Source: an optimization exercise on an open RTL-to-GDS flow (aim: small area and a short achievable clock period). Production flows keep margins and buffers that such runs may drop.
RTL that was checked went through simulation tests only; none was proved equivalent to the original.
The RTL of run 1 was laid out without a check of its function.
Power figures rest on the tool's default switching activity, not on a simulated workload.

==> design/flow/design.v <==
`default_nettype none
package tla_pkg;
    localparam int LINE_CAPACITY_DEF = 256;
    localparam int APB_ADDR_W = 3;
    localparam int APB_DATA_W = 32;
    localparam logic REG_ECHO_ENABLE = 1'b0;
    localparam logic REG_ECHO_HIDDEN = 1'b1;
    localparam logic CMD_RECEIVE = 1'b0;
    localparam logic CMD_READ    = 1'b1;
    localparam logic [1:0] KIND_ECHO = 2'd0;
    localparam logic [1:0] KIND_LINE = 2'd1;
    localparam logic [1:0] KIND_READ = 2'd2;
    localparam logic [7:0] BS_CODE    = 8'd8;
    localparam logic [7:0] DEL_CODE   = 8'd127;
    localparam logic [7:0] SPACE_CODE = 8'd32;
    localparam logic [7:0] NL_CODE    = 8'd10;
    typedef struct packed {
        logic       cmd;
        logic [7:0] data_byte;
        logic [7:0] read_index;
    } req_item_t;
    typedef struct packed {
        logic [1:0] kind;
        logic [7:0] value;
        logic [7:0] line_length;
        logic       last;
    } rsp_item_t;
    typedef struct packed {
        logic echo_enable;
        logic echo_hidden;
    } cfg_t;
endpackage
`default_nettype wire
`default_nettype none
module tla_store #(
    parameter int INC  = 1,
    parameter int PACE = 1       
) (
    input  wire logic        clk,
    input  wire logic        rst_n,
    output      logic [7:0]  head_next,
    input  wire logic        we,
    input  wire logic [1:0]  port,
    input  wire logic [7:0]  wdata,
    output      logic [7:0]  rdata
);
    localparam int K1 = (64 * 1 * PACE) % 256;
    localparam int K2 = (64 * 2 * PACE) % 256;
    localparam int K3 = (64 * 3 * PACE) % 256;
    logic [255:0][7:0] ring;
    logic [7:0]        head_next_reg;
    always_ff @(posedge clk or negedge rst_n)
    begin
        if (!rst_n)
            head_next_reg <= 8'd0;
        else
            head_next_reg <= head_next_reg + 8'(INC);
    end
    for (genvar k = 0; k < 256; k++)
    begin : g_stage
        localparam int NXT = (k + 1) % 256;
        localparam int P   = (NXT == 0) ? 0 : (NXT == K1) ? 1 : (NXT == K2) ? 2 : (NXT == K3) ? 3 : -1;
        if (P >= 0)
        begin : g_port
            always_ff @(posedge clk)
                ring[k] <= (we && (port == 2'(P))) ? wdata : ring[NXT];
        end
        else
        begin : g_plain
            always_ff @(posedge clk)
                ring[k] <= ring[NXT];
        end
    end
    assign head_next = head_next_reg;
    always_comb
    begin
        case (port)
            2'd1:    rdata = ring[K1];
            2'd2:    rdata = ring[K2];
            2'd3:    rdata = ring[K3];
            default: rdata = ring[0];
        endcase
    end
endmodule
`default_nettype wire
`default_nettype none
module tla_regs (
    input  wire logic                                clk,
    input  wire logic                                rst_n,
    input  wire logic                                psel,
    input  wire logic                                penable,
    input  wire logic                                pwrite,
    input  wire logic [tla_pkg::APB_ADDR_W-1:0]      paddr,
    input  wire logic [tla_pkg::APB_DATA_W-1:0]      pwdata,
    output      logic [tla_pkg::APB_DATA_W-1:0]      prdata,
    output      logic                                pready,
    output      tla_pkg::cfg_t                       cfg
);
    logic echo_enable_reg;
    logic echo_hidden_reg;
    logic rd_bit_reg;
    logic wr_en;
    assign wr_en  = psel && penable && pwrite;
    assign pready = 1'b1;
    always_ff @(posedge clk or negedge rst_n)
    begin
        if (!rst_n)
        begin
            echo_enable_reg <= 1'b1;
            echo_hidden_reg <= 1'b0;
        end
        else if (wr_en)
        begin
            if (paddr[2])
                echo_hidden_reg <= pwdata[0];
            else
                echo_enable_reg <= pwdata[0];
        end
    end
    always_ff @(posedge clk)
    begin
        rd_bit_reg <= paddr[2] ? echo_hidden_reg : echo_enable_reg;
    end
    assign prdata = {31'd0, rd_bit_reg};
    assign cfg.echo_enable = echo_enable_reg;
    assign cfg.echo_hidden = echo_hidden_reg;
endmodule
`default_nettype wire
`default_nettype none
module tla_ctrl (
    input  wire logic                 clk,
    input  wire logic                 rst_n,
    input  wire tla_pkg::cfg_t        cfg,
    input  wire logic                 req_valid,
    output      logic                 req_ready,
    input  wire tla_pkg::req_item_t   req,
    output      logic                 rsp_valid,
    input  wire logic                 rsp_ready,
    output      tla_pkg::rsp_item_t   rsp,
    input  wire logic [7:0]           head_next,
    output      logic                 mem_we,
    output      logic [1:0]           mem_port,
    output      logic [7:0]           mem_wdata,
    input  wire logic [7:0]           mem_rdata
);
    logic               rdy_reg;
    logic               got_reg;
    logic               wr_hit_reg, rd_hit_reg;
    logic [1:0]         port_reg;        
    logic               out_reg;
    logic               odel_reg;        
    logic               ostep_reg;       
    logic [4:0]         lbyte_reg;       
    logic [7:0]         pos_reg;
    logic               zero_reg, full_reg;  
    logic               rhold_reg;       
    logic               rsp_valid_reg;   
    logic               rsp_busy_reg;    
    tla_pkg::rsp_item_t rsp_reg;
    logic is_del, is_ctl, is_full, pos_zero, read_top;
    logic seeking, del_now, pending, accept;
    logic wr_next, rd_next;
    logic [7:0] addr;
    logic at_port;
    logic [1:0] port_next;
    logic emit;
    logic first_res, rsp_load;
    tla_pkg::rsp_item_t first_item, out_item, load_item;
    logic [7:0] pos_acc;
    logic out_acc, odel_acc;
    assign is_del   = (req.data_byte == tla_pkg::BS_CODE) || (req.data_byte == tla_pkg::DEL_CODE);
    assign is_ctl   = (req.data_byte < tla_pkg::SPACE_CODE) && !is_del;
    assign is_full  = full_reg;
    assign pos_zero = zero_reg;
    assign read_top = (req.read_index == 8'd255);
    assign seeking = !(got_reg || rdy_reg || out_reg || wr_hit_reg || rd_hit_reg);
    assign addr      = req.cmd ? req.read_index : pos_reg;
    assign at_port   = (addr[5:0] == head_next[5:0]);
    assign port_next = addr[7:6] - head_next[7:6];
    assign wr_next = seeking && req_valid && !req.cmd && !is_del && at_port;
    assign rd_next = seeking && req_valid && req.cmd && (!rsp_busy_reg || rsp_ready) &&
                     (read_top || at_port);
    assign del_now = seeking && req_valid && !req.cmd && is_del;
    assign pending = got_reg || wr_hit_reg || rd_hit_reg || del_now;
    assign accept  = rdy_reg && req_valid;
    assign mem_we    = wr_hit_reg;
    assign mem_port  = port_reg;
    assign mem_wdata = is_ctl ? 8'd0 : req.data_byte;
    always_comb
    begin
        first_item = '0;
        first_res  = 1'b0;
        pos_acc    = pos_reg;
        out_acc    = 1'b0;
        odel_acc   = 1'b0;
        if (req.cmd)
        begin
            first_res = 1'b1;
        end
        else if (is_del)
        begin
            first_item.kind  = tla_pkg::KIND_ECHO;
            first_item.value = tla_pkg::BS_CODE;
            if (!pos_zero)
            begin
                pos_acc   = pos_reg - 8'd1;
                first_res = cfg.echo_enable;
                out_acc   = cfg.echo_enable;
                odel_acc  = 1'b1;
            end
        end
        else if (is_ctl || is_full)
        begin
            first_res = 1'b1;
            if (cfg.echo_enable)
            begin
                first_item.kind  = tla_pkg::KIND_ECHO;
                first_item.value = tla_pkg::NL_CODE;
                out_acc          = 1'b1;
                pos_acc          = is_ctl ? pos_reg : 8'd255;
            end
            else
            begin
                first_item.kind        = tla_pkg::KIND_LINE;
                first_item.value       = is_ctl ? req.data_byte : 8'd0;
                first_item.line_length = is_ctl ? pos_reg : 8'd255;
                first_item.last        = 1'b1;
                pos_acc                = 8'd0;
            end
        end
        else
        begin
            first_item.kind  = tla_pkg::KIND_ECHO;
            first_item.value = req.data_byte;
            first_item.last  = 1'b1;
            first_res        = cfg.echo_enable && !cfg.echo_hidden;
            pos_acc          = pos_reg + 8'd1;
        end
    end
    always_comb
    begin
        out_item = '0;
        if (odel_reg)
        begin
            out_item.kind  = tla_pkg::KIND_ECHO;
            out_item.value = ostep_reg ? tla_pkg::BS_CODE : tla_pkg::SPACE_CODE;
            out_item.last  = ostep_reg;
        end
        else
        begin
            out_item.kind        = tla_pkg::KIND_LINE;
            out_item.value       = {3'd0, lbyte_reg};
            out_item.line_length = pos_reg;
            out_item.last        = 1'b1;
        end
    end
    assign emit = out_reg && !rsp_busy_reg;
    always_comb
    begin
        if (rd_hit_reg)
        begin
            load_item       = '0;
            load_item.kind  = tla_pkg::KIND_READ;
            load_item.value = read_top ? 8'd0 : mem_rdata;
            load_item.last  = 1'b1;
        end
        else if (out_reg)
            load_item = out_item;
        else
            load_item = first_item;
    end
    assign rsp_load = !rsp_busy_reg && !rhold_reg;
    always_ff @(posedge clk or negedge rst_n)
    begin
        if (!rst_n)
        begin
            rdy_reg       <= 1'b0;
            got_reg       <= 1'b0;
            rhold_reg     <= 1'b0;
            wr_hit_reg    <= 1'b0;
            rd_hit_reg    <= 1'b0;
            out_reg       <= 1'b0;
            pos_reg       <= 8'd0;
            rsp_valid_reg <= 1'b0;
            rsp_busy_reg  <= 1'b0;
        end
        else
        begin
            rdy_reg    <= pending && !rsp_busy_reg;
            got_reg    <= pending && rsp_busy_reg;
            rhold_reg  <= rd_hit_reg || (rhold_reg && !accept);
            wr_hit_reg <= wr_next;
            rd_hit_reg <= rd_next;
            if (accept)
            begin
                out_reg <= out_acc;
                pos_reg <= pos_acc;
            end
            else if (emit && out_item.last)
            begin
                out_reg <= 1'b0;
                if (!odel_reg)
                    pos_reg <= 8'd0;
            end
            rsp_valid_reg <= (accept && first_res) || emit || (rsp_valid_reg && !rsp_ready);
            rsp_busy_reg  <= (accept && first_res) || emit || (rsp_busy_reg && !rsp_ready);
        end
    end
    always_ff @(posedge clk)
    begin
        port_reg <= port_next;
        if (accept)
        begin
            odel_reg  <= odel_acc;
            ostep_reg <= 1'b0;
            lbyte_reg <= is_ctl ? req.data_byte[4:0] : 5'd0;
        end
        else if (emit)
            ostep_reg <= 1'b1;
        zero_reg <= (pos_reg == 8'd0);
        full_reg <= (pos_reg == 8'd254);
        if (rsp_load)
            rsp_reg <= load_item;
    end
    assign req_ready = rdy_reg;
    assign rsp_valid = rsp_valid_reg;
    assign rsp       = rsp_reg;
endmodule
`default_nettype wire
`default_nettype none
module terminal_line_assembler #(
    parameter int LINE_CAPACITY = tla_pkg::LINE_CAPACITY_DEF
) (
    input  wire logic                            clk,
    input  wire logic                            rst_n,
    input  wire logic                            req_valid,
    output      logic                            req_ready,
    input  wire logic [16:0]                     req,
    output      logic                            rsp_valid,
    input  wire logic                            rsp_ready,
    output      logic [18:0]                     rsp,
    input  wire logic                            psel,
    input  wire logic                            penable,
    input  wire logic                            pwrite,
    input  wire logic [tla_pkg::APB_ADDR_W-1:0]  paddr,
    input  wire logic [tla_pkg::APB_DATA_W-1:0]  pwdata,
    output      logic [tla_pkg::APB_DATA_W-1:0]  prdata,
    output      logic                            pready
);
    localparam int INC  = 171;
    localparam int PACE = 3;
    tla_pkg::cfg_t cfg;
    logic [7:0]    head_next;
    logic          mem_we;
    logic [1:0]    mem_port;
    logic [7:0]    mem_wdata;
    logic [7:0]    mem_rdata;
    tla_regs u_regs (
        .clk     (clk),
        .rst_n   (rst_n),
        .psel    (psel),
        .penable (penable),
        .pwrite  (pwrite),
        .paddr   (paddr),
        .pwdata  (pwdata),
        .prdata  (prdata),
        .pready  (pready),
        .cfg     (cfg)
    );
    tla_ctrl u_ctrl (
        .clk       (clk),
        .rst_n     (rst_n),
        .cfg       (cfg),
        .req_valid (req_valid),
        .req_ready (req_ready),
        .req       (req),
        .rsp_valid (rsp_valid),
        .rsp_ready (rsp_ready),
        .rsp       (rsp),
        .head_next (head_next),
        .mem_we    (mem_we),
        .mem_port  (mem_port),
        .mem_wdata (mem_wdata),
        .mem_rdata (mem_rdata)
    );
    tla_store #(
        .INC  (INC),
        .PACE (PACE)
    ) u_store (
        .clk   (clk),
        .rst_n (rst_n),
        .head_next (head_next),
        .we    (mem_we),
        .port  (mem_port),
        .wdata (mem_wdata),
        .rdata (mem_rdata)
    );
endmodule
`default_nettype wire
==> design/flow/run.sh <==
#!/bin/bash
# synth_recipe.tcl (not shown) runs the flow's synth.tcl, then flattens the netlist and writes it again
# the make line also repeats each setting of config.mk as NAME=value (left out here)
make -C /OpenROAD-flow-scripts/flow DESIGN_CONFIG=/design/flow/config.mk WORK_HOME=/design/flow/orfs CLKGATE_MAP_FILE= SYNTH_SCRIPT=/design/flow/synth_recipe.tcl finish
==> design/flow/config.mk <==
export PLATFORM = sky130hd
export DESIGN_NAME = terminal_line_assembler
export DESIGN_NICKNAME = terminal_line_assembler
export VERILOG_FILES = /design/flow/design.v
export SDC_FILE = /design/flow/constraint.sdc
export NUM_CORES = 4
export LEC_CHECK = 0
export CAP_MARGIN = 20
export CORE_MARGIN = 2
export CORE_UTILIZATION = 72
export CTS_BUF_LIST = sky130_fd_sc_hd__clkbuf_16
export CTS_CLUSTER_DIAMETER = 60
export CTS_CLUSTER_SIZE = 30
export PLACE_DENSITY = 0.8
export SETUP_SLACK_MARGIN = 3.0
export SLEW_MARGIN = 20
==> design/flow/constraint.sdc <==
create_clock -name core_clock -period 5.0 [get_ports {clk}]
set_input_delay 1.0000 -clock core_clock [delete_from_list [all_inputs] [get_ports {clk}]]
set_output_delay 1.0000 -clock core_clock [all_outputs]
set_load 0.01 [all_outputs]
==> results of run 1 <==
## what timing repair did
item                       4_1_cts  5_1_grt
resized for setup              243       34
setup buffers                   51       17
pin swaps                       34       30
gates cloned                     2        0
setup endpoints to repair       91       53
## logic make-up after synthesis
family / after synthesis
AOI/OAI and AO/OA: 111
xor gates and xnor gates: 15
adders and majority gates: 6
buffers and inverters: 78
DFF: 2105
muxes: 28
other: 2
and+or+nand+nor: 156
## power by group through the flow
stage / Clock [W] / Sequential (W) / Combinational (W)
after floorplan: 0 / 0.0173 / 0.000127
after global placement: 0 / 0.0173 / 0.000226
after detailed placement: 0 / 0.0173 / 0.000232
after CTS: 0.00812 / 0.0169 / 0.000262
after global routing: 0.00874 / 0.0169 / 0.000295
final: 0.00816 / 0.0169 / 0.000283
## stage by stage
step | instance area [µm²] | setup WS [ns] | utilization | total power [W]
floorplan | 45400 | 2.44 | - | 0.0174
global placement | 46600 | 1.01 | 0.752 | 0.0175
detailed placement | 46600 | 0.942 | 0.752 | 0.0175
CTS | 49600 | 2.64 | 0.801 | 0.0253
global route | 49900 | 2.64 | 0.805 | 0.0260
finish | 49900 | 2.66 | 0.805 | 0.0254
## worst max path at each step
stage                                             from                         endpoint  slack (ns)  cells after the start
after floorplan                                req[15]  u_ctrl.rsp_reg[3]$_SDFFCE_PP0P_        2.44                      7
after global placement                         req[13]    u_ctrl.pos_reg[5]$_DFFE_PN0P_        1.01                      6
after detailed placement                       req[13]    u_ctrl.pos_reg[5]$_DFFE_PN0P_        0.94                      6
after CTS                 u_ctrl.rsp_reg[11]$_DFFE_PP_                          rsp[11]        2.64                      1
after global routing      u_ctrl.rsp_reg[11]$_DFFE_PP_                          rsp[11]        2.64                      1
final                     u_ctrl.rsp_reg[10]$_DFFE_PP_                          rsp[10]        2.66                      1
## synth_stat cells (5+ instances only)
master    instances  area [µm²]
o21ai_0          37         185
nand2_1          48         180
o211ai_1          6        45.0
nand3_1          16        80.1
edfxtp_1         25         751
a21oi_1           7        35.0
and3_1            6        37.5
buf_2             5        25.0
a22oi_1           5        37.5
ha_1              6        75.1
xnor2_1          12         105
mux4_2            8         180
mux2i_1           8        80.1
clkbuf_1         21        78.8
inv_1            16        60.1
o21a_1           12        90.1
and2_1            6        37.5
nor2_1           20        75.1
or3_1             7        43.8
nor3_1            8        40.0
nor4_1            6        37.5
dfrtp_1          25         626
mux2_2           12         135
nand4_1          10        62.6
buf_4            33         248
a211oi_1          5        37.5
dfxtp_1        2054       41100
## routing by layer
layer | vias up | part of all wire
li1 | 8173 | -
met1 | 8848 | 0.41
met2 | 500 | 0.52
met3 | 205 | 0.041
met4 | 2 | 0.035
met5 | - | 0.00015
## layout make-up
class                      instances  share of cell area
antenna                            1           0.0000502
clock buffer                      84              0.0421
clock inverter                    16             0.00376
inverter                          16             0.00138
multi-input combinational        350              0.0562
sequential                      2105               0.853
tap                              837              0.0210
timing repair buffer             120              0.0226
==> impl_metrics.env, run 1 <==
export IMPL_status="no timing/DRC/antenna violations"
export IMPL_grt_pass1_wl_um=127000
export IMPL_wl_um=89600
export IMPL_syn_area_mm2=0.0452
export IMPL_drt_iter0_markers=1641
export IMPL_p_comb_frac=0.011
export IMPL_tns_ns=0
export IMPL_netlist_instances=2501
export IMPL_synth_compound_area_frac=0.0176
export IMPL_swShare=0.208
export IMPL_drtAntennaViolNets=0
export IMPL_pwr_share_seq=0.667
export IMPL_numCtsBuffers=83
export IMPL_setup_violations_final=0
export IMPL_cts_tree="done"
export IMPL_io_pins=113
export IMPL_top_usage_layer="met2"
export IMPL_crit_buf_inv=1
export IMPL_worstPathMaxFanout=1
export IMPL_fin_cells=3529
export IMPL_final_common_cell="dfxtp_1"
export IMPL_tightest_slew_ns=1.12
export IMPL_track_usage=0.271
export IMPL_cap_violations=0
export IMPL_fmax_ghz=0.426
export IMPL_start_util=0.730
export IMPL_cts_clk_slew_worst_paths_ns=0.11
export IMPL_area_growth_pct=10.3
export IMPL_leakage_nw=20.0
export IMPL_dieHeight_um=255
export IMPL_p_int_w=0.0201
export IMPL_synth_edf_count=25
export IMPL_placed_cells=3358
export IMPL_reg2regPathDepth=6
export IMPL_drt_first_pass_iters=6
export IMPL_yosysUniqueCellTypes=71
export IMPL_root_buffer="clkbuf_16"
export IMPL_fin_hold_ws_ns=0.314
export IMPL_min_period_ns=2.34
export IMPL_min_path_type="reg -> reg"
export IMPL_syn_area_per_cell_um2=18.1
export IMPL_synth_xor_xnor_area_share=0.00291
export IMPL_vias=17700
export IMPL_cts_hold_buf=0
export IMPL_synth_ff_type="dfxtp_1"
export IMPL_rrSetupSlack_ns=2.80
export IMPL_met1_usage=0.346
export IMPL_ir_drop_v=0.000433
export IMPL_rsz0062_at_grt="yes"
export IMPL_fin_nets=2741
export IMPL_core_area_mm2=0.0619
export IMPL_seq_area_mm2=0.0425
export IMPL_htreeDepth=3
export IMPL_p_per_area_mw_per_mm2=509
export IMPL_multi_input_area_mm2=0.00280
export IMPL_grt_max_degree=32
export IMPL_clockPowerShare=0.322
export IMPL_async_flop_share=0.0124
export IMPL_io_buffers=47
export IMPL_largest_register_ffs=2048
export IMPL_hold_depth=0
export IMPL_synthAdderAreaFrac=0.00166
export IMPL_critPathMaxStageDelay_ns=0.52
export IMPL_wl_per_cell_um=25.4
export IMPL_path_delay_family="flip-flops"
export IMPL_path_cells="buf_6"
export IMPL_finalClockSkew_ns=0.0404
export IMPL_clkSinkCount=2105
export IMPL_start_kind="flop"
export IMPL_most_common_layout_cells="dfxtp_1, clkbuf_16, buf_4"
export IMPL_fillers=2825
export IMPL_slew_headroom=0.249
export IMPL_cts_buffer_depth=3
export IMPL_drc=0
export IMPL_min_to="u_store.ring[202]$_DFF_P_"
export IMPL_rows=91
export IMPL_rr_endpoint="u_ctrl.pos_reg[5]$_DFFE_PN0P_"
export IMPL_grt_ovfl_total=0
export IMPL_antenna_found_initial=3
export IMPL_met2_usage=0.471
export IMPL_use_met3=0.0461
export IMPL_critPathArrivalTime_ns=1.34
export IMPL_ys_warnings_count=3
export IMPL_viasPerCell=5.02
export IMPL_critPathKind="reg -> out"
export IMPL_die_w_um=255
export IMPL_report_final_slew_viol_count=0
export IMPL_grt_pass1_vias=19300
export IMPL_ys_seq_elements=2105
export IMPL_finalCritPeriodShare=0.469
export IMPL_slowest_stage="edfxtp_1"
export IMPL_seq_area_frac_synth=0.940
export IMPL_dp_hpwl_um=41200
export IMPL_synthMuxAreaShare=0.00874
export IMPL_synth_simple_area_share=0.0188
export IMPL_drive_above_1_share=0.114
export IMPL_hold_viol=0
export IMPL_die_area_mm2=0.0648
export IMPL_crit_required_ns=4.00
export IMPL_end_kind="output port"
export IMPL_insertion_delay_ns=0.68
export IMPL_timing_rr_start="u_regs.echo_enable_reg$_DFFE_PN1P_"
export IMPL_holdCritStartpoint="u_store.ring[210]$_DFF_P_"
export IMPL_p_sw_w=0.00527
export IMPL_synth_top_family_by_area="simple AND/OR/NAND/NOR gates"
export IMPL_globalplace_congestion=0.788
==> inputs of run 2 (changes only) <==
--- a/design/flow/design.v
+++ b/design/flow/design.v
@@ -33,54 +33,35 @@
 `default_nettype wire
 `default_nettype none
 module tla_store #(
-    parameter int INC  = 1,
-    parameter int PACE = 1       
+    parameter int INC = 1
 ) (
     input  wire logic        clk,
     input  wire logic        rst_n,
-    output      logic [7:0]  head_next,
+    output      logic [5:0]  head_next,
     input  wire logic        we,
-    input  wire logic [1:0]  port,
+    input  wire logic [1:0]  ring_sel,
     input  wire logic [7:0]  wdata,
     output      logic [7:0]  rdata
 );
-    localparam int K1 = (64 * 1 * PACE) % 256;
-    localparam int K2 = (64 * 2 * PACE) % 256;
-    localparam int K3 = (64 * 3 * PACE) % 256;
-    logic [255:0][7:0] ring;
-    logic [7:0]        head_next_reg;
+    logic [3:0][63:0][7:0] ring;
+    logic [5:0]            head_next_reg;
     always_ff @(posedge clk or negedge rst_n)
     begin
         if (!rst_n)
-            head_next_reg <= 8'd0;
+            head_next_reg <= 6'd0;
         else
-            head_next_reg <= head_next_reg + 8'(INC);
+            head_next_reg <= head_next_reg + 6'(INC);
     end
-    for (genvar k = 0; k < 256; k++)
-    begin : g_stage
-        localparam int NXT = (k + 1) % 256;
-        localparam int P   = (NXT == 0) ? 0 : (NXT == K1) ? 1 : (NXT == K2) ? 2 : (NXT == K3) ? 3 : -1;
-        if (P >= 0)
-        begin : g_port
-            always_ff @(posedge clk)
-                ring[k] <= (we && (port == 2'(P))) ? wdata : ring[NXT];
-        end
-        else
-        begin : g_plain
-            always_ff @(posedge clk)
-                ring[k] <= ring[NXT];
+    for (genvar r = 0; r < 4; r++)
+    begin : g_ring
+        always_ff @(posedge clk)
+        begin
+            ring[r][62:0] <= ring[r][63:1];
+            ring[r][63]   <= (we && (ring_sel == 2'(r))) ? wdata : ring[r][0];
         end
     end
     assign head_next = head_next_reg;
-    always_comb
-    begin
-        case (port)
-            2'd1:    rdata = ring[K1];
-            2'd2:    rdata = ring[K2];
-            2'd3:    rdata = ring[K3];
-            default: rdata = ring[0];
-        endcase
-    end
+    assign rdata     = ring[ring_sel][0];
 endmodule
 `default_nettype wire
 `default_nettype none
@@ -137,16 +118,16 @@
     output      logic                 rsp_valid,
     input  wire logic                 rsp_ready,
     output      tla_pkg::rsp_item_t   rsp,
-    input  wire logic [7:0]           head_next,
+    input  wire logic [5:0]           head_next,
     output      logic                 mem_we,
-    output      logic [1:0]           mem_port,
+    output      logic [1:0]           mem_ring,
     output      logic [7:0]           mem_wdata,
     input  wire logic [7:0]           mem_rdata
 );
     logic               rdy_reg;
     logic               got_reg;
     logic               wr_hit_reg, rd_hit_reg;
-    logic [1:0]         port_reg;        
+    logic [1:0]         ring_reg;        
     logic               out_reg;
     logic               odel_reg;        
     logic               ostep_reg;       
@@ -162,7 +143,6 @@
     logic wr_next, rd_next;
     logic [7:0] addr;
     logic at_port;
-    logic [1:0] port_next;
     logic emit;
     logic first_res, rsp_load;
     tla_pkg::rsp_item_t first_item, out_item, load_item;
@@ -175,8 +155,7 @@
     assign read_top = (req.read_index == 8'd255);
     assign seeking = !(got_reg || rdy_reg || out_reg || wr_hit_reg || rd_hit_reg);
     assign addr      = req.cmd ? req.read_index : pos_reg;
-    assign at_port   = (addr[5:0] == head_next[5:0]);
-    assign port_next = addr[7:6] - head_next[7:6];
+    assign at_port   = (addr[5:0] == head_next);
     assign wr_next = seeking && req_valid && !req.cmd && !is_del && at_port;
     assign rd_next = seeking && req_valid && req.cmd && (!rsp_busy_reg || rsp_ready) &&
                      (read_top || at_port);
@@ -184,7 +163,7 @@
     assign pending = got_reg || wr_hit_reg || rd_hit_reg || del_now;
     assign accept  = rdy_reg && req_valid;
     assign mem_we    = wr_hit_reg;
-    assign mem_port  = port_reg;
+    assign mem_ring  = ring_reg;
     assign mem_wdata = is_ctl ? 8'd0 : req.data_byte;
     always_comb
     begin
@@ -308,7 +287,7 @@
     end
     always_ff @(posedge clk)
     begin
-        port_reg <= port_next;
+        ring_reg <= addr[7:6];
         if (accept)
         begin
             odel_reg  <= odel_acc;
@@ -347,12 +326,11 @@
     output      logic [tla_pkg::APB_DATA_W-1:0]  prdata,
     output      logic                            pready
 );
-    localparam int INC  = 171;
-    localparam int PACE = 3;
+    localparam int INC = 43;
     tla_pkg::cfg_t cfg;
-    logic [7:0]    head_next;
+    logic [5:0]    head_next;
     logic          mem_we;
-    logic [1:0]    mem_port;
+    logic [1:0]    mem_ring;
     logic [7:0]    mem_wdata;
     logic [7:0]    mem_rdata;
     tla_regs u_regs (
@@ -379,19 +357,18 @@
         .rsp       (rsp),
         .head_next (head_next),
         .mem_we    (mem_we),
-        .mem_port  (mem_port),
+        .mem_ring  (mem_ring),
         .mem_wdata (mem_wdata),
         .mem_rdata (mem_rdata)
     );
     tla_store #(
-        .INC  (INC),
-        .PACE (PACE)
+        .INC (INC)
     ) u_store (
         .clk   (clk),
         .rst_n (rst_n),
         .head_next (head_next),
         .we    (mem_we),
-        .port  (mem_port),
+        .ring_sel (mem_ring),
         .wdata (mem_wdata),
         .rdata (mem_rdata)
     );
--- a/design/flow/config.mk
+++ b/design/flow/config.mk
@@ -9,8 +9,8 @@
 export CORE_MARGIN = 2
 export CORE_UTILIZATION = 72
 export CTS_BUF_LIST = sky130_fd_sc_hd__clkbuf_16
-export CTS_CLUSTER_DIAMETER = 60
-export CTS_CLUSTER_SIZE = 30
+export CTS_CLUSTER_DIAMETER = 55
+export CTS_CLUSTER_SIZE = 26
 export PLACE_DENSITY = 0.8
 export SETUP_SLACK_MARGIN = 3.0
 export SLEW_MARGIN = 20
==> impl_metrics.env, run 2 <==
export IMPL_status="no timing/DRC/antenna violations"
export IMPL_synth_most_common_cell="dfxtp_1"
export IMPL_drt_iter0_markers=1186
export IMPL_synth_edf_count=25
export IMPL_grt_pass1_vias=18400
export IMPL_min_path_type="reg -> reg"
export IMPL_numCtsBuffers=97
export IMPL_setup_violations_final=0
export IMPL_most_common_layout_cells="dfxtp_1, clkbuf_16, nand2_1"
export IMPL_cts_buffer_depth=3
export IMPL_die_w_um=254
export IMPL_critPathMaxStageDelay_ns=0.45
export IMPL_grt_pass1_wl_um=111000
export IMPL_syn_area_per_cell_um2=18.2
export IMPL_rsz0062_at_grt="yes"
export IMPL_synthMuxAreaShare=0.00935
export IMPL_largest_register_ffs=2048
export IMPL_slowest_stage="dfrtp_1"
export IMPL_start_kind="flop"
export IMPL_cts_tree="done"
export IMPL_dp_hpwl_um=35600
export IMPL_fmax_ghz=0.436
export IMPL_syn_area_mm2=0.0450
export IMPL_report_final_slew_viol_count=0
export IMPL_final_common_cell="dfxtp_1"
export IMPL_path_delay_family="flip-flops"
export IMPL_synthTopCellsByArea="dfxtp_1, edfxtp_1, dfrtp_1"
export IMPL_cts_hold_buf=0
export IMPL_path_cells="buf_6"
export IMPL_wl_um=72700
export IMPL_track_usage=0.232
export IMPL_fin_hold_ws_ns=0.312
export IMPL_end_kind="output port"
export IMPL_synth_top_family_by_area="compound AO/OA/AOI/OAI gates"
export IMPL_reg2regPathDepth=5
export IMPL_cts_clk_slew_worst_paths_ns=0.10
export IMPL_globalplace_congestion=0.820
export IMPL_vias=16800
export IMPL_finalCritPeriodShare=0.459
export IMPL_tns_ns=0
export IMPL_area_growth_pct=11.0
export IMPL_synth_ff_type="dfxtp_1"
export IMPL_drt_first_pass_iters=5
export IMPL_antenna_found_initial=4
export IMPL_pre_cts_ws_ns=1.15
export IMPL_synth_compound_area_frac=0.0169
export IMPL_insertion_delay_ns=0.69
export IMPL_async_flop_share=0.0114
export IMPL_placed_cells=3329
export IMPL_slew_headroom=0.435
export IMPL_yosys_area_top_type="dfxtp_1"
export IMPL_crit_required_ns=4.00
export IMPL_clkSinkCount=2103
export IMPL_layout_setup_ws_ns=2.70
export IMPL_crit_cells=1
export IMPL_synthAdderAreaFrac=0.00139
export IMPL_io_buffers=47
export IMPL_grt_ovfl_total=0
export IMPL_cap_violations=0
export IMPL_critPathArrivalTime_ns=1.30
export IMPL_die_area_mm2=0.0645
export IMPL_dieHeight_um=254
export IMPL_netlist_instances=2474
export IMPL_rows=91
export IMPL_io_pins=113
export IMPL_ys_warnings_count=3
export IMPL_viasPerCell=4.78
export IMPL_tightest_slew_ns=0.848
export IMPL_yosysUniqueCellTypes=72
export IMPL_yosys_top_cells_count="dfxtp_1, nand2_1, o21ai_0"
export IMPL_min_period_ns=2.30
export IMPL_hold_viol=0
export IMPL_synth_simple_area_share=0.0153
export IMPL_finalClockSkew_ns=0.0382
export IMPL_fin_nets=2698
export IMPL_crit_buf_inv=1
export IMPL_start_util=0.729
export IMPL_seq_area_frac_synth=0.945
export IMPL_hold_depth=0
export IMPL_worstPathMaxFanout=3
export IMPL_ys_seq_elements=2103
export IMPL_ir_drop_v=0.000436
export IMPL_critPathKind="reg -> out"
export IMPL_synth_xor_xnor_area_share=0.00253
export IMPL_core_area_mm2=0.0617
export IMPL_root_buffer="clkbuf_16"
export IMPL_drtAntennaViolNets=0
export IMPL_drive_above_1_share=0.111
export IMPL_fin_cells=3519
export IMPL_grt_max_degree=28
export IMPL_htreeDepth=3
export IMPL_p_per_area_mw_per_mm2=527
export IMPL_drc=0
export IMPL_leakage_nw=20.0
export IMPL_synth_top_area_frac=0.915
export IMPL_wl_per_cell_um=20.7
[run 2: changes by cell type after synthesis, moves of 4 or more]
cell / change
a211oi_1: -4
a21oi_1: +11
a22oi_1: -5
clkbuf_1: -4
mux2_2: +4
nand2_1: -4
nand3_1: -6
o211ai_1: -4
o21ai_0: +4
or3_1: -4
xnor2_1: -4
[run 2: timing repair]
action                     in CTS  in global routing
pin swaps                      23                 29
cloned                          1                  0
setup buffers                  30                 12
resized for setup             186                 55
setup endpoints to repair      84                 62
[run 2: cells by family (layout without fill, tap and decap cells)]
kind of cell	after synthesis	after routing
other	2	34
xor gates and xnor gates	13	13
adders and majority gates	5	5
DFF	2103	2103
buffers and inverters	77	252
muxes	30	30
and+or+nand+nor	131	131
AOI/OAI and AO/OA	113	114
[run 2: where the power goes]
part / switching (W) / internal (W)
clock network: 0.00511 / 0.00403
logic: 0.000147 / 0.0000975
registers: 0.0000605 / 0.0168
total: 0.00531 / 0.0210
[run 2: final timing paths]
path	slack, ns	from	end
max	2.70	u_ctrl.rdy_reg$_DFF_PN0_	req_ready
min	0.31	u_store.ring[1641]$_DFF_P_	u_store.ring[1633]$_DFF_P_
max reg2reg	2.91	u_ctrl.out_reg$_DFFE_PN0P_	u_ctrl.pos_reg[6]$_DFFE_PN0P_
min reg2reg	0.31	u_store.ring[1641]$_DFF_P_	u_store.ring[1633]$_DFF_P_
max in group asynchronous	3.95	rst_n	u_ctrl.pos_reg[0]$_DFFE_PN0P_
min in group asynchronous	0.71	rst_n	u_regs.echo_hidden_reg$_DFFE_PN0P_
[run 2: layout make-up]
| class | count | area [µm²] |
|---|---|---|
| multi-input cells | 325 | 2470 |
| clock buffers | 98 | 2450 |
| inverters | 15 | 60.1 |
| clock inverters | 47 | 573 |
| repair buffers | 92 | 801 |
| flip-flops and latches | 2103 | 42500 |
| fillers | 2845 | 11800 |
| well taps | 837 | 1050 |
| diodes | 2 | 5.00 |
[run 2: metal layers]
metal | GRT usage | vias up | wire, µm
met2 | 0.387 | 484 | 35600
met5 | 0 | - | 30
met1 | 0.309 | 8121 | 31300
met4 | 0.0770 | 4 | 2060
met3 | 0.0475 | 145 | 3740
li1 | - | 8061 | -
[run 2: metrics by stage]
stage | area, µm² | util | power [W]
after floorplan | 45200 | - | 0.0174
after global placement | 46300 | 0.750 | 0.0175
after detailed placement | 46300 | 0.750 | 0.0175
after CTS | 49600 | 0.804 | 0.0264
after global routing | 49900 | 0.808 | 0.0270
final | 49900 | 0.808 | 0.0263
==> inputs of run 3 (changes only) <==
--- a/design/flow/config.mk
+++ b/design/flow/config.mk
@@ -5,12 +5,13 @@
 export SDC_FILE = /design/flow/constraint.sdc
 export NUM_CORES = 4
 export LEC_CHECK = 0
+export ABC_AREA = 1
 export CAP_MARGIN = 20
 export CORE_MARGIN = 2
 export CORE_UTILIZATION = 72
 export CTS_BUF_LIST = sky130_fd_sc_hd__clkbuf_16
-export CTS_CLUSTER_DIAMETER = 55
-export CTS_CLUSTER_SIZE = 26
+export CTS_CLUSTER_DIAMETER = 60
+export CTS_CLUSTER_SIZE = 30
 export PLACE_DENSITY = 0.8
 export SETUP_SLACK_MARGIN = 3.0
 export SLEW_MARGIN = 20
==> impl_metrics.env, run 3 <==
export IMPL_wl_met3_um=2450
export IMPL_synth_most_common_cell="dfxtp_1"
export IMPL_cts_tree="done"
export IMPL_synth_edf_count=25
export IMPL_syn_area_mm2=0.0450
export IMPL_slew_headroom=0.533
export IMPL_fin_cells=3607
export IMPL_tns_ns=0
export IMPL_worstPathMaxFanout=1
export IMPL_synth_ff_type="dfxtp_1"
export IMPL_wl_um=76500
export IMPL_ir_drop_v=0.000445
export IMPL_io_pins=113
export IMPL_dp_hpwl_um=39800
export IMPL_io_buffers=47
export IMPL_insertion_delay_ns=0.65
export IMPL_multi_input_area_mm2=0.00223
export IMPL_yosys_top_cells_count="dfxtp_1, nand2_1, o21ai_0"
export IMPL_rsz0062_at_grt="yes"
export IMPL_p_per_area_mw_per_mm2=515
export IMPL_yosysUniqueCellTypes=36
export IMPL_drt_first_pass_iters=6
export IMPL_largest_register_ffs=2048
export IMPL_path_cells="buf_6"
export IMPL_dieHeight_um=254
export IMPL_die_w_um=254
export IMPL_rrSetupSlack_ns=3.09
export IMPL_root_buffer="clkbuf_16"
export IMPL_drt_iter0_markers=1101
export IMPL_core_area_mm2=0.0617
export IMPL_antenna_found_initial=6
export IMPL_viasPerCell=4.76
export IMPL_route_met2_wl_um=40400
export IMPL_fin_nets=2818
export IMPL_start_util=0.729
export IMPL_syn_area_per_cell_um2=17.2
export IMPL_fmax_ghz=0.430
export IMPL_area_growth_pct=8.38
export IMPL_drc=0
export IMPL_finalClockSkew_ns=0.0327
export IMPL_critPathMaxStageDelay_ns=0.52
export IMPL_report_final_slew_viol_count=0
export IMPL_grt_pass1_vias=18900
export IMPL_netlist_instances=2621
export IMPL_cts_clk_slew_worst_paths_ns=0.12
export IMPL_seq_area_frac_synth=0.944
export IMPL_grt_pass1_wl_um=117000
export IMPL_finalCritPeriodShare=0.466
export IMPL_yosys_area_top_type="dfxtp_1"
export IMPL_ys_seq_elements=2103
export IMPL_path_delay_family="flip-flops"
export IMPL_crit_buf_inv=1
export IMPL_async_flop_share=0.0114
export IMPL_tightest_slew_ns=0.699
export IMPL_grt_ovfl_total=0
export IMPL_rows=91
export IMPL_drive_above_1_share=0.0665
export IMPL_drtAntennaViolNets=0
export IMPL_clkSinkCount=2103
export IMPL_track_usage=0.247
export IMPL_start_kind="flop"
export IMPL_crit_required_ns=4.00
export IMPL_final_common_cell="dfxtp_1"
export IMPL_most_common_layout_cells="dfxtp_1, nand2_1, clkbuf_16"
export IMPL_setup_violations_final=0
export IMPL_cts_buffer_depth=3
export IMPL_globalplace_congestion=0.815
export IMPL_numCtsBuffers=82
export IMPL_hold_viol=0
export IMPL_highest_layer="met5"
export IMPL_synth_top_area_frac=0.914
export IMPL_grt_max_degree=32
export IMPL_status="no timing/DRC/antenna violations"
export IMPL_leakage_nw=19.8
export IMPL_wl_per_cell_um=21.2
export IMPL_routedLengthMet1_um=31200
export IMPL_placed_cells=3491
export IMPL_htreeDepth=3
export IMPL_fillers=2955
export IMPL_critPathKind="reg -> out"
export IMPL_min_period_ns=2.33
export IMPL_slowest_stage="edfxtp_1"
export IMPL_min_path_type="reg -> reg"
export IMPL_synthTopCellsByArea="dfxtp_1, nand2_1, edfxtp_1"
export IMPL_critPathArrivalTime_ns=1.33
export IMPL_end_kind="output port"
export IMPL_die_area_mm2=0.0645
export IMPL_vias=17200
export IMPL_ys_warnings_count=3
export IMPL_seq_area_mm2=0.0425
export IMPL_cap_violations=0
==> run 3: cell type report <==
| cell class | instances | share of cell area |
|---|---|---|
| flip-flops and latches | 2103 | 0.871 |
| multi-input cells | 456 | 0.0457 |
| clock buffers | 85 | 0.0436 |
| well taps | 837 | 0.0215 |
| repair buffers | 65 | 0.0105 |
| inverters | 46 | 0.00411 |
| clock inverters | 12 | 0.00298 |
| diodes | 3 | 0.000154 |
==> run 3: kinds of logic (layout without fill, tap and decap cells) <==
logic type,Yosys count,after routing,synth area share
AO/OA/AOI/OAI,95,95,0.0115
flip-flops,2103,2103,0.944
adder cells (fa/ha/maj),5,5,0.00139
XOR/XNOR,14,14,0.00273
other,2,35,0.000167
AND/OR/NAND/NOR,310,310,0.0291
buffers and inverters,92,208,0.0107
==> run 3: final timing paths <==
check	from	endpoint	depth (start not counted)
worst max-delay path	u_ctrl.rsp_reg[13]$_DFFE_PP_	rsp[13]	1
worst min-delay path	u_store.ring[730]$_DFF_P_	u_store.ring[722]$_DFF_P_	0
worst max register to register	u_ctrl.ring_reg[1]$_DFF_P_	u_store.ring[1533]$_DFF_P_	4
worst min register to register	u_store.ring[730]$_DFF_P_	u_store.ring[722]$_DFF_P_	0
max in group asynchronous	rst_n	u_regs.echo_enable_reg$_DFFE_PN1P_	2
min in group asynchronous	rst_n	u_ctrl.pos_reg[0]$_DFFE_PN0P_	2
==> run 3: power by group <==
part / internal (W) / switching [W]
logic: 0.0000971 / 0.000182
registers: 0.0168 / 0.0000459
clock network: 0.00314 / 0.00481
total: 0.0201 / 0.00504
==> run 3: stage by stage <==
stage,worst slack (ns),area (µm²),total power [W],utilization,hold WS [ns]
after floorplan,2.88,45100,0.0174,-,0.310
after global placement,1.75,46400,0.0175,0.751,0.310
after detailed placement,1.76,46400,0.0175,0.751,0.312
after CTS,2.64,48600,0.0252,0.788,0.309
after global routing,2.63,48700,0.0258,0.790,0.327
final,2.67,48700,0.0251,0.790,0.311
==> run 3: routing by layer <==
| layer | up-vias | global-route usage |
|---|---|---|
| li1 | 8250 | - |
| met1 | 8358 | 0.305 |
| met4 | 4 | 0.0783 |
| met3 | 179 | 0.0379 |
| met5 | - | 0 |
| met2 | 371 | 0.448 |
==> run 3: what timing repair did <==
action                                 CTS  global route
pin swaps                                5             3
buffers inserted                        12             4
setup endpoints to repair               79            60
resized for setup                      119            34
endpoints found under the hold margin    0             0
hold buffers                             0             0
==> inputs of run 4 (changes only) <==
--- a/design/flow/config.mk
+++ b/design/flow/config.mk
@@ -5,12 +5,11 @@
 export SDC_FILE = /design/flow/constraint.sdc
 export NUM_CORES = 4
 export LEC_CHECK = 0
-export ABC_AREA = 1
 export CAP_MARGIN = 20
 export CORE_MARGIN = 2
 export CORE_UTILIZATION = 72
 export CTS_BUF_LIST = sky130_fd_sc_hd__clkbuf_16
-export CTS_CLUSTER_DIAMETER = 60
+export CTS_CLUSTER_DIAMETER = 45
 export CTS_CLUSTER_SIZE = 30
 export PLACE_DENSITY = 0.8
 export SETUP_SLACK_MARGIN = 3.0
==> impl_metrics.env, run 4 <==
export IMPL_tns_ns=0
export IMPL_numCtsBuffers=131
export IMPL_start_kind="flop"
export IMPL_drt_iter0_markers=1578
export IMPL_crit_buf_inv=1
export IMPL_critPathKind="reg -> out"
export IMPL_crit_required_ns=4.00
export IMPL_viasPerCell=4.97
export IMPL_crit_start="u_ctrl.rsp_reg[12]$_DFFE_PP_"
export IMPL_cts_tree="done"
export IMPL_timing_rr_start="u_ctrl.pos_reg[3]$_DFFE_PN0P_"
export IMPL_root_buffer="clkbuf_16"
export IMPL_grt_max_degree=30
export IMPL_most_common_layout_cells="dfxtp_1, clkbuf_16, nand2_1"
export IMPL_io_buffers=47
export IMPL_ir_drop_v=0.000568
export IMPL_cts_clk_slew_worst_paths_ns=0.13
export IMPL_slowest_stage="edfxtp_1"
export IMPL_ys_warnings_count=3
export IMPL_synthTopCellsByArea="dfxtp_1, edfxtp_1, dfrtp_1"
export IMPL_fmax_ghz=0.425
export IMPL_antenna_found_initial=7
export IMPL_synth_most_common_cell="dfxtp_1"
export IMPL_placed_cells=3329
export IMPL_cts_hold_buf=0
export IMPL_cap_violations=0
export IMPL_insertion_delay_ns=0.74
export IMPL_yosysUniqueCellTypes=72
export IMPL_die_w_um=254
export IMPL_p_per_area_mw_per_mm2=561
export IMPL_place_area_mm2=0.0463
export IMPL_critPathArrivalTime_ns=1.35
export IMPL_yosys_area_top_type="dfxtp_1"
export IMPL_io_pins=113
export IMPL_ys_seq_elements=2103
export IMPL_synth_edf_count=25
export IMPL_worstPathMaxFanout=1
export IMPL_clkSinkCount=2103
export IMPL_vias=18000
export IMPL_start_util=0.729
export IMPL_cts_buffer_depth=3
export IMPL_htreeDepth=4
export IMPL_postLayoutCellArea_mm2=0.0516
export IMPL_status="no timing/DRC/antenna violations"
export IMPL_seq_area_frac_synth=0.945
export IMPL_area_growth_pct=14.7
export IMPL_die_area_mm2=0.0645
export IMPL_total_power_w=0.0289
export IMPL_pre_cts_ws_ns=1.15
export IMPL_drt_first_pass_iters=6
export IMPL_report_final_slew_viol_count=0
export IMPL_finalClockSkew_ns=0.0509
export IMPL_track_usage=0.257
export IMPL_min_path_type="reg -> reg"
export IMPL_leakage_nw=20.8
export IMPL_synth_ff_type="dfxtp_1"
export IMPL_slew_headroom=0.458
export IMPL_drtAntennaViolNets=0
export IMPL_path_cells="buf_6"
export IMPL_path_delay_family="flip-flops"
export IMPL_syn_area_mm2=0.0450
export IMPL_final_common_cell="dfxtp_1"
export IMPL_min_period_ns=2.35
export IMPL_tightest_slew_ns=0.813
export IMPL_setup_violations_final=0
export IMPL_drive_above_1_share=0.145
export IMPL_rsz0062_at_grt="yes"
export IMPL_critPathMaxStageDelay_ns=0.45
export IMPL_fin_cells=3620
export IMPL_wl_um=82000
export IMPL_end_kind="output port"
export IMPL_core_area_mm2=0.0617
export IMPL_grt_ovfl_total=0
export IMPL_synth_top_area_frac=0.915
export IMPL_syn_area_per_cell_um2=18.2
export IMPL_async_flop_share=0.0114
export IMPL_hold_viol=0
export IMPL_dieHeight_um=254
export IMPL_grt_pass1_wl_um=121000
export IMPL_largest_register_ffs=2048
export IMPL_netlist_instances=2474
export IMPL_wl_per_cell_um=22.7
export IMPL_holdCritStartpoint="u_store.ring[980]$_DFF_P_"
export IMPL_grt_pass1_vias=19500
export IMPL_yosys_top_cells_count="dfxtp_1, nand2_1, o21ai_0"
export IMPL_globalplace_congestion=0.820
export IMPL_dp_hpwl_um=35600
export IMPL_finalCritPeriodShare=0.470
export IMPL_drc=0
export IMPL_fin_nets=2739
export IMPL_layout_setup_ws_ns=2.65
export IMPL_rows=91
## run 4: changes by cell type after synthesis, sizes merged, moves of 7 or more
| cell | before | now |
|---|---|---|
| mux2 | 0 | 16 |
| nor2 | 55 | 24 |
| o21ai | 57 | 43 |
| clkbuf | 6 | 19 |
| inv | 44 | 15 |
| xnor2 | 1 | 8 |
| mux4 | 0 | 8 |
| o21a | 0 | 10 |
| nand3 | 32 | 10 |
| nand2 | 207 | 45 |
| a22oi | 12 | 1 |
| xor2 | 13 | 5 |
## run 4: path summary, 6_finish.rpt
check / endpoint / slack [ns] / depth (start not counted)
setup / recovery: rsp[12] / 2.65 / 1
hold / removal: u_store.ring[972]$_DFF_P_ / 0.30 / 0
setup reg to reg: u_ctrl.pos_reg[6]$_DFFE_PN0P_ / 2.78 / 5
hold reg to reg: u_store.ring[972]$_DFF_P_ / 0.30 / 0
max in group asynchronous: u_regs.echo_enable_reg$_DFFE_PN1P_ / 3.98 / 2
min in group asynchronous: u_ctrl.rsp_busy_reg$_DFF_PN0_ / 0.67 / 2
## run 4: power breakdown
part / internal [W] / leakage (nW) / switching [W] / total (W)
Combinational: 0.000108 / 1.46 / 0.000168 / 0.000276
Sequential: 0.0168 / 17.1 / 0.0000617 / 0.0169
Clock: 0.00586 / 2.24 / 0.00590 / 0.0118
Total: 0.0228 / 20.8 / 0.00613 / 0.0289
## run 4: cells by family after synthesis
logic type / after synthesis / synth area share
adder cells (fa/ha/maj): 5 / 0.00139
buffers and inverters: 77 / 0.00966
flip-flops: 2103 / 0.945
other: 2 / 0.000167
AO/OA/AOI/OAI: 113 / 0.0169
AND/OR/NAND/NOR: 131 / 0.0153
XOR/XNOR: 13 / 0.00253
multiplexers: 30 / 0.00935
## run 4: per-stage QoR
stage / hold WS, ns / utilization
final: 0.296 / 0.836
after global placement: 0.310 / 0.750
after CTS: 0.291 / 0.828
after floorplan: 0.310 / -
after detailed placement: 0.312 / 0.750
after global routing: 0.297 / 0.835
## run 4: repair_timing
item,CTS,global route
gates resized for setup,183,70
buffers inserted,27,20
gates cloned,2,1
setup endpoints to repair,78,50
pin swaps,23,35
## run 4: cell type report
class	count	area (µm²)
clock inverters	96	1030
inverters	15	60.1
diodes	5	12.5
multi-input cells	325	2520
flip-flops and latches	2103	42500
well taps	837	1050
fillers	2511	10200
repair buffers	99	898
clock buffers	140	3500
## run 4: metal layers
metal	wire length, µm	vias to the layer above	track usage
met5	13	-	0
met4	3220	2	0.0931
met3	4920	281	0.0560
met2	40800	701	0.439
met1	33100	8779	0.326
li1	-	8217	-
==> inputs of run 5 (changes only) <==
--- a/design/flow/config.mk
+++ b/design/flow/config.mk
@@ -9,8 +9,8 @@
 export CORE_MARGIN = 2
 export CORE_UTILIZATION = 72
 export CTS_BUF_LIST = sky130_fd_sc_hd__clkbuf_16
-export CTS_CLUSTER_DIAMETER = 45
-export CTS_CLUSTER_SIZE = 30
+export CTS_CLUSTER_DIAMETER = 60
+export CTS_CLUSTER_SIZE = 28
 export PLACE_DENSITY = 0.8
 export SETUP_SLACK_MARGIN = 3.0
 export SLEW_MARGIN = 20
==> impl_metrics.env, run 5 <==
export IMPL_rrSetupSlack_ns=3.05
export IMPL_status="no timing/DRC/antenna violations"
export IMPL_cts_tree="done"
export IMPL_total_power_w=0.0252
export IMPL_htreeDepth=3
export IMPL_start_kind="flop"
export IMPL_synth_top_area_frac=0.915
export IMPL_report_final_slew_viol_count=0
export IMPL_hold_depth=0
export IMPL_die_area_mm2=0.0645
export IMPL_track_usage=0.226
export IMPL_dp_hpwl_um=35600
export IMPL_tns_ns=0
export IMPL_rsz0062_at_grt="yes"
export IMPL_yosysUniqueCellTypes=72
export IMPL_fin_cells=3478
export IMPL_fmax_ghz=0.443
export IMPL_end_kind="output port"
export IMPL_reg2regPathDepth=3
export IMPL_crit_cells=1
export IMPL_root_buffer="clkbuf_16"
export IMPL_crit_buf_inv=1
export IMPL_seq_area_frac_synth=0.945
export IMPL_netlist_instances=2474
export IMPL_rows=91
export IMPL_grt_pass1_vias=18000
export IMPL_grt_pass1_wl_um=109000
export IMPL_syn_area_per_cell_um2=18.2
export IMPL_finalCritPeriodShare=0.451
export IMPL_area_growth_pct=9.50
export IMPL_crit_required_ns=4.00
export IMPL_viasPerCell=4.80
export IMPL_fin_hold_ws_ns=0.319
export IMPL_most_common_layout_cells="dfxtp_1, clkbuf_16, nand2_1"
export IMPL_start_util=0.729
export IMPL_hold_viol=0
export IMPL_cts_buffer_depth=3
export IMPL_ir_drop_v=0.000439
export IMPL_leakage_nw=19.7
export IMPL_io_buffers=47
export IMPL_io_pins=113
export IMPL_clkSinkCount=2103
export IMPL_dieHeight_um=254
export IMPL_globalplace_congestion=0.820
export IMPL_ys_seq_elements=2103
export IMPL_fin_nets=2683
export IMPL_drive_above_1_share=0.101
export IMPL_path_delay_family="flip-flops"
export IMPL_core_area_mm2=0.0617
export IMPL_synthTopCellsByArea="dfxtp_1, edfxtp_1, dfrtp_1"
export IMPL_die_w_um=254
export IMPL_layout_setup_ws_ns=2.74
export IMPL_synth_most_common_cell="dfxtp_1"
export IMPL_drtAntennaViolNets=0
export IMPL_wl_um=71100
export IMPL_insertion_delay_ns=0.66
export IMPL_yosys_top_cells_count="dfxtp_1, nand2_1, o21ai_0"
export IMPL_min_path_type="reg -> reg"
export IMPL_placed_cells=3329
export IMPL_critPathKind="reg -> out"
export IMPL_final_common_cell="dfxtp_1"
export IMPL_largest_register_ffs=2048
export IMPL_numCtsBuffers=86
export IMPL_synth_edf_count=25
export IMPL_syn_area_mm2=0.0450
export IMPL_setup_violations_final=0
export IMPL_drt_iter0_markers=975
export IMPL_drt_first_pass_iters=4
export IMPL_slowest_stage="dfrtp_1"
export IMPL_synth_ff_type="dfxtp_1"
export IMPL_pre_cts_ws_ns=1.15
export IMPL_grt_max_degree=30
export IMPL_critPathMaxStageDelay_ns=0.45
export IMPL_finalClockSkew_ns=0.0349
export IMPL_vias=16700
export IMPL_cap_violations=0
export IMPL_min_period_ns=2.26
export IMPL_p_per_area_mw_per_mm2=513
export IMPL_fillers=2935
export IMPL_async_flop_share=0.0114
export IMPL_critPathArrivalTime_ns=1.26
export IMPL_slew_headroom=0.547
export IMPL_tightest_slew_ns=0.678
export IMPL_path_cells="buf_6"
export IMPL_yosys_area_top_type="dfxtp_1"
export IMPL_worstPathMaxFanout=2
export IMPL_ys_warnings_count=3
export IMPL_drc=0
export IMPL_grt_ovfl_total=0
export IMPL_wl_per_cell_um=20.4
export IMPL_cts_clk_slew_worst_paths_ns=0.11
export IMPL_antenna_found_initial=5
[run 5: cell counts after synthesis]
No cell type changed its count.
[run 5: worst paths after layout]
path | startpoint | to
setup / recovery | u_ctrl.rdy_reg$_DFF_PN0_ | req_ready
setup reg to reg | u_ctrl.ring_reg[0]$_DFF_P_ | u_ctrl.rsp_reg[13]$_DFFE_PP_
max in group asynchronous | rst_n | u_ctrl.pos_reg[0]$_DFFE_PN0P_
min in group asynchronous | rst_n | u_regs.echo_hidden_reg$_DFFE_PN0P_
hold reg to reg | u_store.ring[970]$_DFF_P_ | u_store.ring[962]$_DFF_P_
hold / removal | u_store.ring[970]$_DFF_P_ | u_store.ring[962]$_DFF_P_
[run 5: layout make-up]
class	count	area, µm²	share of cell area
Antenna cell	4	10.0	0.000203
Clock buffer	91	2280	0.0463
Clock inverter	15	130	0.00264
Inverter	15	60.1	0.00122
Multi-Input combinational cell	325	2480	0.0504
Sequential cell	2103	42500	0.863
Tap cell	837	1050	0.0213
Timing Repair Buffer	88	747	0.0152
[run 5: metal layers]
layer  track usage  part of all wire  vias to the layer above
li1              -                 -                     7987
met2         0.383              0.49                      379
met5             0           0.00025                        -
met4        0.0649             0.028                        2
met3        0.0365             0.037                      145
met1         0.306              0.44                     8198
[run 5: what timing repair did]
item | 4_1_cts | 5_1_grt
hold buffers | 0 | 0
buffers inserted | 27 | 10
gates resized for setup | 194 | 45
setup endpoints to repair | 85 | 54
gates cloned | 1 | 1
pin swaps | 26 | 25
[run 5: kinds of logic (layout without fill, tap and decap cells)]
family | count (synthesis) | after routing | synth area share
other | 2 | 36 | 0.000167
AO/OA/AOI/OAI | 113 | 114 | 0.0169
multiplexers | 30 | 30 | 0.00935
buffers and inverters | 77 | 209 | 0.00966
flip-flops | 2103 | 2103 | 0.945
adder cells (fa/ha/maj) | 5 | 5 | 0.00139
AND/OR/NAND/NOR | 131 | 131 | 0.0153
XOR/XNOR | 13 | 13 | 0.00253
[run 5: through the flow]
step | area, µm² | util
after CTS | 49000 | 0.793
after global placement | 46300 | 0.750
final | 49200 | 0.798
after floorplan | 45200 | -
after detailed placement | 46300 | 0.750
after global routing | 49200 | 0.798
[run 5: power by group]
group | internal, W | total (W) | switching (W)
registers | 0.0168 | 0.0169 | 0.0000568
logic | 0.0000949 | 0.000239 | 0.000144
clock network | 0.00332 | 0.00811 | 0.00479
total | 0.0202 | 0.0252 | 0.00499
==> inputs of run 6 (changes only) <==
--- a/design/flow/config.mk
+++ b/design/flow/config.mk
@@ -10,7 +10,7 @@
 export CORE_UTILIZATION = 72
 export CTS_BUF_LIST = sky130_fd_sc_hd__clkbuf_16
 export CTS_CLUSTER_DIAMETER = 60
-export CTS_CLUSTER_SIZE = 28
-export PLACE_DENSITY = 0.8
+export CTS_CLUSTER_SIZE = 30
+export PLACE_DENSITY = 0.86
 export SETUP_SLACK_MARGIN = 3.0
 export SLEW_MARGIN = 20
==> impl_metrics.env, run 6 <==
export IMPL_tightest_slew_ns=0.666
export IMPL_start_util=0.729
export IMPL_path_delay_family="flip-flops"
export IMPL_netlist_instances=2474
export IMPL_cap_violations=0
export IMPL_synth_top_area_frac=0.915
export IMPL_worstPathMaxFanout=1
export IMPL_cts_clk_slew_worst_paths_ns=0.11
export IMPL_fillers=2788
export IMPL_place_area_mm2=0.0463
export IMPL_crit_buf_inv=1
export IMPL_root_buffer="clkbuf_16"
export IMPL_area_growth_pct=9.68
export IMPL_io_buffers=47
export IMPL_synthTopCellsByArea="dfxtp_1, edfxtp_1, dfrtp_1"
export IMPL_grt_pass1_vias=18700
export IMPL_critPathArrivalTime_ns=1.35
export IMPL_core_area_mm2=0.0617
export IMPL_yosys_top_cells_count="dfxtp_1, nand2_1, o21ai_0"
export IMPL_most_common_layout_cells="dfxtp_1, clkbuf_16, nand2_1"
export IMPL_grt_max_degree=32
export IMPL_synth_most_common_cell="dfxtp_1"
export IMPL_critPathKind="reg -> out"
export IMPL_postLayoutCellArea_mm2=0.0493
export IMPL_antenna_found_initial=6
export IMPL_dieHeight_um=254
export IMPL_dp_hpwl_um=40500
export IMPL_ys_warnings_count=3
export IMPL_critPathMaxStageDelay_ns=0.51
export IMPL_drtAntennaViolNets=0
export IMPL_placed_cells=3330
export IMPL_cts_buffer_depth=3
export IMPL_path_cells="buf_6"
export IMPL_largest_register_ffs=2048
export IMPL_p_per_area_mw_per_mm2=509
export IMPL_insertion_delay_ns=0.67
export IMPL_viasPerCell=5.02
export IMPL_crit_required_ns=4.00
export IMPL_die_w_um=254
export IMPL_fin_cells=3487
export IMPL_min_period_ns=2.35
export IMPL_clkSinkCount=2103
export IMPL_finalClockSkew_ns=0.0328
export IMPL_globalplace_congestion=0.812
export IMPL_async_flop_share=0.0114
export IMPL_drt_first_pass_iters=5
export IMPL_htreeDepth=3
export IMPL_cts_hold_buf=0
export IMPL_ir_drop_v=0.000377
export IMPL_slowest_stage="edfxtp_1"
export IMPL_ys_seq_elements=2103
export IMPL_syn_area_mm2=0.0450
export IMPL_rows=91
export IMPL_leakage_nw=19.8
export IMPL_io_pins=113
export IMPL_drive_above_1_share=0.107
export IMPL_end_kind="output port"
export IMPL_wl_per_cell_um=23.9
export IMPL_slew_headroom=0.555
export IMPL_tns_ns=0
export IMPL_track_usage=0.250
export IMPL_numCtsBuffers=81
export IMPL_syn_area_per_cell_um2=18.2
export IMPL_die_area_mm2=0.0645
export IMPL_fmax_ghz=0.426
export IMPL_grt_pass1_wl_um=118000
export IMPL_drc=0
export IMPL_synth_edf_count=25
export IMPL_final_common_cell="dfxtp_1"
export IMPL_finalCritPeriodShare=0.470
export IMPL_synth_ff_type="dfxtp_1"
export IMPL_yosysUniqueCellTypes=72
export IMPL_drt_iter0_markers=1471
export IMPL_report_final_slew_viol_count=0
export IMPL_start_kind="flop"
export IMPL_fin_nets=2693
export IMPL_vias=17500
export IMPL_rsz0062_at_grt="yes"
export IMPL_wl_um=83200
export IMPL_status="no timing/DRC/antenna violations"
export IMPL_seq_area_frac_synth=0.945
export IMPL_hold_viol=0
export IMPL_cts_tree="done"
export IMPL_grt_ovfl_total=0
export IMPL_yosys_area_top_type="dfxtp_1"
export IMPL_min_path_type="reg -> reg"
export IMPL_setup_violations_final=0
export IMPL_fin_util=0.799
-- run 6: cell counts after synthesis --
Identical to the previous run, type by type.
-- run 6: path summary, 6_finish.rpt --
| kind | slack (ns) | startpoint | end | depth (start not counted) |
|---|---|---|---|---|
| max reg2reg | 2.75 | u_ctrl.pos_reg[3]$_DFFE_PN0P_ | u_ctrl.pos_reg[7]$_DFFE_PN0P_ | 6 |
| max | 2.65 | u_ctrl.rsp_reg[12]$_DFFE_PP_ | rsp[12] | 1 |
| max in group asynchronous | 3.95 | rst_n | u_regs.echo_enable_reg$_DFFE_PN1P_ | 2 |
| min in group asynchronous | 0.74 | rst_n | u_regs.echo_hidden_reg$_DFFE_PN0P_ | 2 |
| min | 0.31 | u_store.ring[1265]$_DFF_P_ | u_store.ring[1257]$_DFF_P_ | 0 |
| min reg2reg | 0.31 | u_store.ring[1265]$_DFF_P_ | u_store.ring[1257]$_DFF_P_ | 0 |
-- run 6: repair_timing --
action / 4_1_cts / 5_1_grt
setup buffers: 38 / 13
pin swaps: 34 / 34
gates resized for setup: 213 / 51
cloned: 2 / 0
endpoints found under the setup margin: 82 / 56
hold endpoints to repair: 0 / 0
-- run 6: where the power goes --
group	total [W]	switching [W]	internal, W
Combinational	0.000288	0.000169	0.000118
Sequential	0.0169	0.0000778	0.0168
Clock	0.00791	0.00485	0.00306
Total	0.0251	0.00510	0.0200
-- run 6: final cells by class --
type                            instances  area (µm²)  share of cell area
Clock buffer                           83        2080              0.0421
Sequential cell                      2103       42500               0.861
Tap cell                              837        1050              0.0212
Antenna cell                            3        7.51            0.000152
Clock inverter                         18         135             0.00274
Multi-Input combinational cell        325        2570              0.0520
Timing Repair Buffer                  103         937              0.0190
Inverter                               15        60.1             0.00122
-- run 6: metal layers --
layer  wire (µm)  track usage  part of all wire
met5          27            0           0.00032
met4        4530        0.110             0.054
met3        4610       0.0506             0.055
met2       41800        0.424              0.50
met1       32200        0.312              0.39
-- run 6: stage by stage --
stage,hold WS [ns],total power [W],setup WS [ns]
2_1_floorplan,0.310,0.0174,2.37
3_3_place_gp,0.310,0.0175,1.23
3_5_place_dp,0.312,0.0175,1.14
4_1_cts,0.327,0.0251,2.67
5_1_grt,0.318,0.0257,2.62
6_report,0.309,0.0251,2.65
-- run 6: worst register-to-register path, stage by stage (launching register included) --
cell     delay, ns
dfrtp_1       0.60
nor2_1        0.53
nand3_1       0.30
nor4_1        0.36
nand3_1       0.13
o21ai_1       0.18
a21oi_1       0.06
-- run 6: kinds of logic (layout without fill, tap and decap cells) --
logic type,after synthesis,count (layout),synth area share
flops,2103,2103,0.945
simple gates,131,131,0.0153
other cells,2,35,0.000167
mux,30,30,0.00935
xor+xnor,13,13,0.00253
buf+inv,77,219,0.00966
compound gates,113,114,0.0169
fa+ha+maj,5,5,0.00139
==> inputs of run 7 (changes only) <==
--- a/design/flow/config.mk
+++ b/design/flow/config.mk
@@ -7,10 +7,10 @@
 export LEC_CHECK = 0
 export CAP_MARGIN = 20
 export CORE_MARGIN = 2
-export CORE_UTILIZATION = 72
+export CORE_UTILIZATION = 70
 export CTS_BUF_LIST = sky130_fd_sc_hd__clkbuf_16
 export CTS_CLUSTER_DIAMETER = 60
 export CTS_CLUSTER_SIZE = 30
-export PLACE_DENSITY = 0.86
+export PLACE_DENSITY = 0.8
 export SETUP_SLACK_MARGIN = 3.0
 export SLEW_MARGIN = 20
==> impl_metrics.env, run 7 <==
export IMPL_syn_area_mm2=0.0450
export IMPL_crit_buf_inv=1
export IMPL_synth_edf_count=25
export IMPL_rrSetupSlack_ns=3.00
export IMPL_p_per_area_mw_per_mm2=511
export IMPL_async_flop_share=0.0114
export IMPL_yosysUniqueCellTypes=72
export IMPL_final_common_cell="dfxtp_1"
export IMPL_routedLengthMet1_um=30900
export IMPL_synthTopCellsByArea="dfxtp_1, edfxtp_1, dfrtp_1"
export IMPL_status="no timing/DRC/antenna violations"
export IMPL_grt_ovfl_total=0
export IMPL_finalClockSkew_ns=0.0316
export IMPL_drive_above_1_share=0.101
export IMPL_syn_area_per_cell_um2=18.2
export IMPL_grt_pass1_vias=18100
export IMPL_worstPathMaxFanout=2
export IMPL_total_power_w=0.0251
export IMPL_yosys_top_cells_count="dfxtp_1, nand2_1, o21ai_0"
export IMPL_min_path_type="reg -> reg"
export IMPL_end_kind="output port"
export IMPL_ys_warnings_count=3
export IMPL_start_kind="flop"
export IMPL_clkSinkCount=2103
export IMPL_synth_top_area_frac=0.915
export IMPL_tightest_slew_ns=0.845
export IMPL_rr_endpoint="u_ctrl.got_reg$_DFF_PN0_"
export IMPL_cts_clk_slew_worst_paths_ns=0.10
export IMPL_yosys_area_top_type="dfxtp_1"
export IMPL_wl_met3_um=2760
export IMPL_reg2regPathDepth=4
export IMPL_rows=92
export IMPL_vias=16500
export IMPL_grt_max_degree=32
export IMPL_path_cells="buf_2"
export IMPL_die_area_mm2=0.0663
export IMPL_highest_layer="met5"
export IMPL_seq_area_frac_synth=0.945
export IMPL_rsz0062_at_grt="yes"
export IMPL_globalplace_congestion=0.807
export IMPL_die_w_um=257
export IMPL_ir_drop_v=0.000429
export IMPL_fmax_ghz=0.436
export IMPL_wl_per_cell_um=20.2
export IMPL_wl_um=70400
export IMPL_fin_hold_ws_ns=0.317
export IMPL_min_period_ns=2.30
export IMPL_slew_headroom=0.437
export IMPL_fin_nets=2682
[run 7: cell types whose count changed in the layout (fill, tap and decap cells not counted), moves of 4 or more]
cell / previous run / this run
buf_6: 25 / 15
clkdlybuf4s50_1: 11 / 15
buf_2: 18 / 22
buf_4: 36 / 30
[run 7: what timing repair did]
item,in CTS,in global routing
endpoints found under the setup margin,83,57
hold buffers,0,0
buffers inserted,36,5
pin swaps,28,23
resized for setup,193,38
[run 7: how the worst min path moves through the flow]
stage | startpoint | cells after the start | slack [ns] | end
5_1_grt | u_store.ring[1366]$_DFF_P_ | 0 | 0.32 | u_store.ring[1358]$_DFF_P_
2_1_floorplan | u_store.ring[8]$_DFF_P_ | 0 | 0.31 | u_store.ring[0]$_DFF_P_
6_report | u_store.ring[1389]$_DFF_P_ | 0 | 0.32 | u_store.ring[1381]$_DFF_P_
3_3_place_gp | u_store.ring[1033]$_DFF_P_ | 0 | 0.31 | u_store.ring[1025]$_DFF_P_
4_1_cts | u_store.ring[1366]$_DFF_P_ | 0 | 0.32 | u_store.ring[1358]$_DFF_P_
3_5_place_dp | u_store.ring[1117]$_DFF_P_ | 0 | 0.31 | u_store.ring[1109]$_DFF_P_
[run 7: area by class of cell]
class                      instances  area, µm²
sequential                      2103      42500
fill                            3116      14200
multi-input combinational        324       2460
clock buffer                      85       2130
tap                              846       1060
timing repair buffer              92        786
clock inverter                    18        189
inverter                          15       60.1
antenna                            1       2.50
[run 7: logic make-up (layout without fill, tap and decap cells)]
logic type      count (synthesis)  after routing  synth area share
simple gates                  131            131            0.0153
flops                        2103           2103             0.945
mux                            30             30           0.00935
xor+xnor                       13             13           0.00253
other cells                     2             33          0.000167
fa+ha+maj                       5              5           0.00139
buf+inv                        77            210           0.00966
compound gates                113            113            0.0169
[run 7: layer usage]
| metal | global-route usage | up-vias |
|---|---|---|
| met5 | 0 | - |
| met4 | 0.0551 | 4 |
| met3 | 0.0384 | 121 |
| met2 | 0.376 | 351 |
| met1 | 0.292 | 8030 |
| li1 | - | 7978 |
[run 7: through the flow]
| step | setup WS, ns | util | instance area, µm² |
|---|---|---|---|
| detailed placement | 1.45 | 0.731 | 46300 |
| CTS | 2.67 | 0.774 | 49000 |
| floorplan | 2.37 | - | 45200 |
| finish | 2.70 | 0.776 | 49200 |
| global route | 2.65 | 0.776 | 49200 |
| global placement | 1.50 | 0.731 | 46300 |
[run 7: where the power goes]
group / switching, W / total [W] / internal (W)
Clock: 0.00482 / 0.00798 / 0.00316
Sequential: 0.0000677 / 0.0169 / 0.0168
Combinational: 0.000139 / 0.000238 / 0.0000989

Setup slack of run 7, layout unchanged: 2.704 ns with ideal ports, 2.641 ns with driving cells assumed (clock clkbuf_16, inputs buf_2), 2.059 ns with port delays also shifted by the 0.709 ns mid clock arrival.
